From an optimization exercise on the open Yosys and OpenROAD flow, aimed at small area; shortcuts taken in it are not production practice. The RTL was checked by simulation tests, not by an equivalence proof against the original design. Power and IR drop assume default switching activity.

--- design/flow/config.mk ---
export PLATFORM = sky130hd
export DESIGN_NAME = conv3x3_stream
export DESIGN_NICKNAME = conv3x3_stream
export VERILOG_FILES = /design/flow/design.v
export SDC_FILE = /design/flow/constraint.sdc
export NUM_CORES = 4
export LEC_CHECK = 0
export CAP_MARGIN = 20
export CORE_MARGIN = 2
export CORE_UTILIZATION = 40
export SLEW_MARGIN = 20
--- design/flow/constraint.sdc ---
create_clock -name core_clock -period 7.0 [get_ports {iCLK}]
set_input_delay 1.4000 -clock core_clock [delete_from_list [all_inputs] [get_ports {iCLK}]]
set_output_delay 1.4000 -clock core_clock [all_outputs]
set_load 0.01 [all_outputs]
--- design/flow/design.v ---
module conv3x3_stream #(
    parameter  int N  = 16,
    parameter  int W  = 28,
    parameter  int H  = 28,
    localparam int OW = 2*N + 4
) (
    input  logic          iCLK,
    input  logic          iRST,
    input  logic          iValid,
    input  logic [N-1:0]  iData,
    input  logic [N-1:0]  iLine1,
    input  logic [N-1:0]  iLine2,
    input  logic          iWeightWe,
    input  logic [3:0]    iWeightAddr,
    input  logic [N-1:0]  iWeightData,
    output logic          oValid,
    output logic [OW-1:0] oData,
    output logic          oFrameDone,
    output logic          oErr
);
    localparam int CW = (W > 1) ? $clog2(W) : 1;
    localparam int RW = (H > 1) ? $clog2(H) : 1;
    logic [CW-1:0]          col;
    logic [RW-1:0]          row;
    logic signed [N-1:0]    wgt  [9];
    logic signed [N-1:0]    win  [3][3];
    logic signed [2*N-1:0]  prod [9];
    logic signed [OW-1:0]   sum;
    logic                   v1, v2, last1, last2;
    logic                   active, flush, last_col, last_row, interior;
    assign active   = (row != '0) || (col != '0);
    assign flush    = !iValid && active;
    assign last_col = (col == CW'(W-1));
    assign last_row = (row == RW'(H-1));
    assign interior = (row >= RW'(2)) && (col >= CW'(2));
    always_comb begin
        sum = '0;
        for (int k = 0; k < 9; k++)
            sum = sum + $signed({{4{prod[k][2*N-1]}}, prod[k]});
    end
    always_ff @(posedge iCLK) begin
        if (iRST) begin
            col        <= '0;
            row        <= '0;
            v1         <= 1'b0;
            v2         <= 1'b0;
            last1      <= 1'b0;
            last2      <= 1'b0;
            oValid     <= 1'b0;
            oData      <= '0;
            oFrameDone <= 1'b0;
            oErr       <= 1'b0;
            for (int k = 0; k < 9; k++) begin
                wgt[k]  <= '0;
                prod[k] <= '0;
            end
            for (int i = 0; i < 3; i++)
                for (int j = 0; j < 3; j++)
                    win[i][j] <= '0;
        end else begin
            oErr <= flush;
            if (iValid) begin
                if (last_col) begin
                    col <= '0;
                    row <= last_row ? '0 : row + 1'b1;
                end else begin
                    col <= col + 1'b1;
                end
                for (int i = 0; i < 3; i++) begin
                    win[i][0] <= win[i][1];
                    win[i][1] <= win[i][2];
                end
                win[0][2] <= iLine2;
                win[1][2] <= iLine1;
                win[2][2] <= iData;
                v1    <= interior;
                last1 <= last_row && last_col;
            end else begin
                v1    <= 1'b0;
                last1 <= 1'b0;
                if (active) begin
                    col <= '0;
                    row <= '0;
                end
            end
            if (iWeightWe && !iValid && !active && (iWeightAddr < 4'd9))
                wgt[iWeightAddr] <= iWeightData;
            for (int i = 0; i < 3; i++)
                for (int j = 0; j < 3; j++)
                    prod[3*i+j] <= win[i][j] * wgt[3*i+j];
            v2         <= v1 && !flush;
            last2      <= last1 && !flush;
            oValid     <= v2 && !flush;
            oFrameDone <= last2 && !flush;
            if (v2 && !flush) begin
                oData <= sum;
            end
        end
    end
endmodule
--- design/flow/run.sh ---
#!/bin/bash
# synth_recipe.tcl (not shown) runs the flow's synth.tcl, then flattens the netlist and writes it again
# the make line also repeats each setting of config.mk as NAME=value (left out here)
make -C /OpenROAD-flow-scripts/flow DESIGN_CONFIG=/design/flow/config.mk WORK_HOME=/design/flow/orfs CLKGATE_MAP_FILE= SYNTH_SCRIPT=/design/flow/synth_recipe.tcl finish
==> notes.md <==
## layer usage
metal  up-vias  part of all wire  GRT usage
li1      35600                 -          -
met1     40700              0.43      0.312
met2      2172              0.47      0.368
met3       429             0.054     0.0214
met4         0             0.048     0.0996
met5         -                 0          0
## cell families (layout without fill, tap and decap cells)
family	count (synthesis)	after routing	synth area share
other cells	0	58	0
fa+ha+maj	3365	3365	0.539
simple gates	3461	3461	0.150
compound gates	762	762	0.0439
flops	629	629	0.123
xor+xnor	319	319	0.0245
mux	151	151	0.0133
buf+inv	3229	3469	0.106
## how the worst max path moves through the flow
stage,depth (start not counted),slack [ns],startpoint,endpoint
finish,21,0.26,win[6][6]$_SDFFE_PP0P_,prod[6][31]$_SDFF_PP0_
global route,23,-0.02,wgt[1][4]$_SDFFCE_PN0P_,prod[1][31]$_SDFF_PP0_
CTS,22,0.14,wgt[1][2]$_SDFFCE_PN0P_,prod[1][31]$_SDFF_PP0_
detailed placement,22,0.18,wgt[1][2]$_SDFFCE_PN0P_,prod[1][31]$_SDFF_PP0_
global placement,22,0.25,wgt[1][4]$_SDFFCE_PN0P_,prod[1][31]$_SDFF_PP0_
floorplan,22,0.67,wgt[6][2]$_SDFFCE_PN0P_,prod[6][31]$_SDFF_PP0_
## placed cells by master (no fill, tap or decap), drive strengths merged, types with 31 or more instances in the layout
cell,n
a211oi,41
a21o,122
a21oi,232
and2,1265
and3,40
buf,379
clkbuf,119
clkdlybuf4s50,96
dfxtp,485
diode,58
edfxtp,144
fa,2585
ha,780
inv,2847
mux2i,148
nand2,1211
nand2b,75
nand3,46
nor2,581
nor2b,60
nor3,78
o21a,43
o21ai,140
o21bai,31
xnor2,212
xor2,107
## state kept, by name, indices dropped and copies added (netlist names)
| name | cells |
|---|---|
| oFrameDone | 1 |
| win | 144 |
| oValid | 1 |
| v1 | 1 |
| prod | 288 |
| v2 | 1 |
| oErr | 1 |
| col | 5 |
| wgt | 144 |
| last2 | 1 |
| last1 | 1 |
| row | 5 |
| oData | 36 |
## timing repair
action,in CTS,in global routing
resized for setup,0,15
endpoints found under the setup margin,0,21
hold endpoints to repair,0,0
buffers inserted,0,45
## layout make-up
cell class / instances / area share
repair buffers: 475 / 0.0311
multi-input cells: 8058 / 0.708
inverters: 2836 / 0.0857
clock buffers: 119 / 0.0197
clock inverters: 39 / 0.00326
flip-flops and latches: 629 / 0.113
well taps: 3762 / 0.0379
diodes: 58 / 0.00117
## worst max-delay path, stage by stage, from the launching register on
cell	delay, ns
dfxtp_1	0.64
buf_4	0.25
nand2_1	0.07
fa_1	0.49
inv_1	0.05
fa_1	0.48
fa_1	0.56
fa_1	0.43
fa_1	0.49
inv_1	0.06
fa_1	0.48
inv_1	0.04
ha_1	0.37
nand3_2	0.13
or3_1	0.32
a211o_1	0.38
a31oi_4	0.22
a41oi_2	0.17
a31o_1	0.27
o21a_1	0.22
or4_1	0.47
nand3_1	0.08
## power by group through the flow
stage          clock (mW)  combinational, mW  sequential [mW]
5_1_grt              4.81               22.0             4.67
3_3_place_gp            0               19.5             4.73
2_1_floorplan           0               13.5             4.39
6_report             4.58               19.9             4.65
4_1_cts              4.68               19.8             4.65
3_5_place_dp            0               19.6             4.73
## metrics by stage
stage                     setup slack, ns  area, um^2  std cells  power, mW  utilization
after global placement              0.250      121000      15700       24.2        0.425
after detailed placement            0.176      121000      15700       24.3        0.425
after CTS                           0.144      124000      15900       29.1        0.435
final                               0.256      124000      16000       29.1        0.437
after floorplan                     0.668      114000      11900       17.8            -
after global routing              -0.0246      124000      15900       31.4        0.437
==> results.yml <==
outcome:
  status: "no timing/DRC/antenna violations"
setup_path:
  r2r_end: "prod[6][31]$_SDFF_PP0_"
  reg2reg_slack_ns: 0.26
  path_max_fanout: 12
  rr_worst_depth: 21
  crit_path_end_kind: "flip-flop"
  rr_startpoint: "win[6][6]$_SDFFE_PP0P_"
  worstSetupPathType: "flip-flop to flip-flop"
  cp.arrival_ns: 7.40
  cp.required_ns: 7.65
  worstSetupStartpointType: "flip-flop"
synth:
  synth_edf_count: 144
  synth_ff_type: "dfxtp_1"
  synth_area_leaders: "fa_1 45%, inv_1 9.3%, ha_1 8.6%"
  async_reset_ff_frac: 0
  synth_top_area_share: 0.454
  ys_warn_count: 3
  synth_cell_types: 91
  synth-seq-cells: 629
  ys_top_cells_by_count: "2836 x inv_1, 2585 x fa_1, 1265 x and2_1"
  syn-num-nets: 15400
  yosys.cell_count.top_type: "inv_1"
  synth_largest_area_cell: "fa_1"
  seq_area_frac_synth: 0.123
  avgSynthCellArea_um2: 9.57
  post_synth_instance_area_um2: 114000
  syn-instance-count: 11900
timing:
  relSlewSlack: 0.201
  period_share: 0.963
  max_freq_ghz: 0.148
  fin_skew_ns: 0.0328
  fin_hold_ws_ns: 0.425
  setup_tns_ns: 0
  finalHoldViolCount: 0
  finalCriticalPeriod_ns: 6.74
  tightest_slew_ns: 1.20
  setup_viol: 0
  timing.final.max_slew_violations: 0
final_layout:
  fin_nets: 15500
  area_delta_synth_final_pct: 8.91
  multiInputGateArea_um2: 88000
  fill_cells: 27600
  drive_gt1_frac: 0.0479
  seqCellArea_um2: 14000
pwr:
  p_per_area_nw_per_um2: 234
  seqPwrFrac: 0.160
  combPwrFrac: 0.683
  power_leakage_nw: 63.4
  cellInternalPower_mw: 14.3
  peakVddDrop_mv: 0.919
  switchingPower_mw: 14.8
  netSwitchingFraction: 0.509
  clkPwrFrac: 0.157
die:
  rows: 196
  die_w_um: 538
  core_um2: 284000
  ioPinCount: 111
  die_y_um: 538
  start_util: 0.401
  die_area_um2: 290000
global_route:
  grt_usage: 0.228
  grt_max_degree: 70
  grt_first_pass_wirelength_um: 503000
  grt_pass1_vias: 84400
  antenna_found_initial: 16
  overflow: 0
routing:
  ant_nets: 0
  routed_wl_um: 316000
  vias: 78800
  drc_errors: 0
  drt_pre_antenna_iters: 6
  drtIter0Drc: 5357
  avgRoutedWirePerCell_um: 19.8
  via_per_inst: 4.93
clock_tree:
  cts_max_level: 3
  ctsRootBufferMaster: "clkbuf_16"
  holdBufCountCts: 0
  cts_sinks: 629
  tritoncts: "yes"
  clk_path_buf_depth: 3
  clk_pin_slew_ns: 0.07
  cts_buffers: 84
  clock_latency_ns: 0.73
hold_path:
  min-delay-start: "v1$_SDFF_PP0_"
  hold_end: "v2$_SDFF_PP0_"
  whs_path_depth: 1
  hold_path.class: "flip-flop to flip-flop"
placement:
  gp_congestion: 0.947
  numPortBuffers: 110
  place_hpwl_um: 262000
job:
  drv_cap: 0

-- separate check: timing with driven ports --
The flow's constraints put no driver on any port. The routed layout listed below was extracted and timed again, unchanged, in two steps. Step 1 sets driving cells, clkbuf_16 on the clock port and buf_2 on the other inputs (assumed; they add their load-dependent delay and slew). Step 2 moves the port delays by t, midway between the first and last clock arrival at a register: inputs arrive t later, outputs are due t later. That takes back most of the time a late clock gives input paths. Three values: ideal ports, drivers, drivers and shift; two values: the first two.
t (ns): 0.808
setup WS [ns]: 0.256 / 0.256 / 0.256
hold WS [ns]: 0.425 / 0.425 / 0.425
latest minus earliest clock arrival (ns): 0.041 / 0.041
After both steps this run still meets setup and hold. The setup slack of this run moves by 0.000 ns with the drivers and by 0.000 ns with both steps.
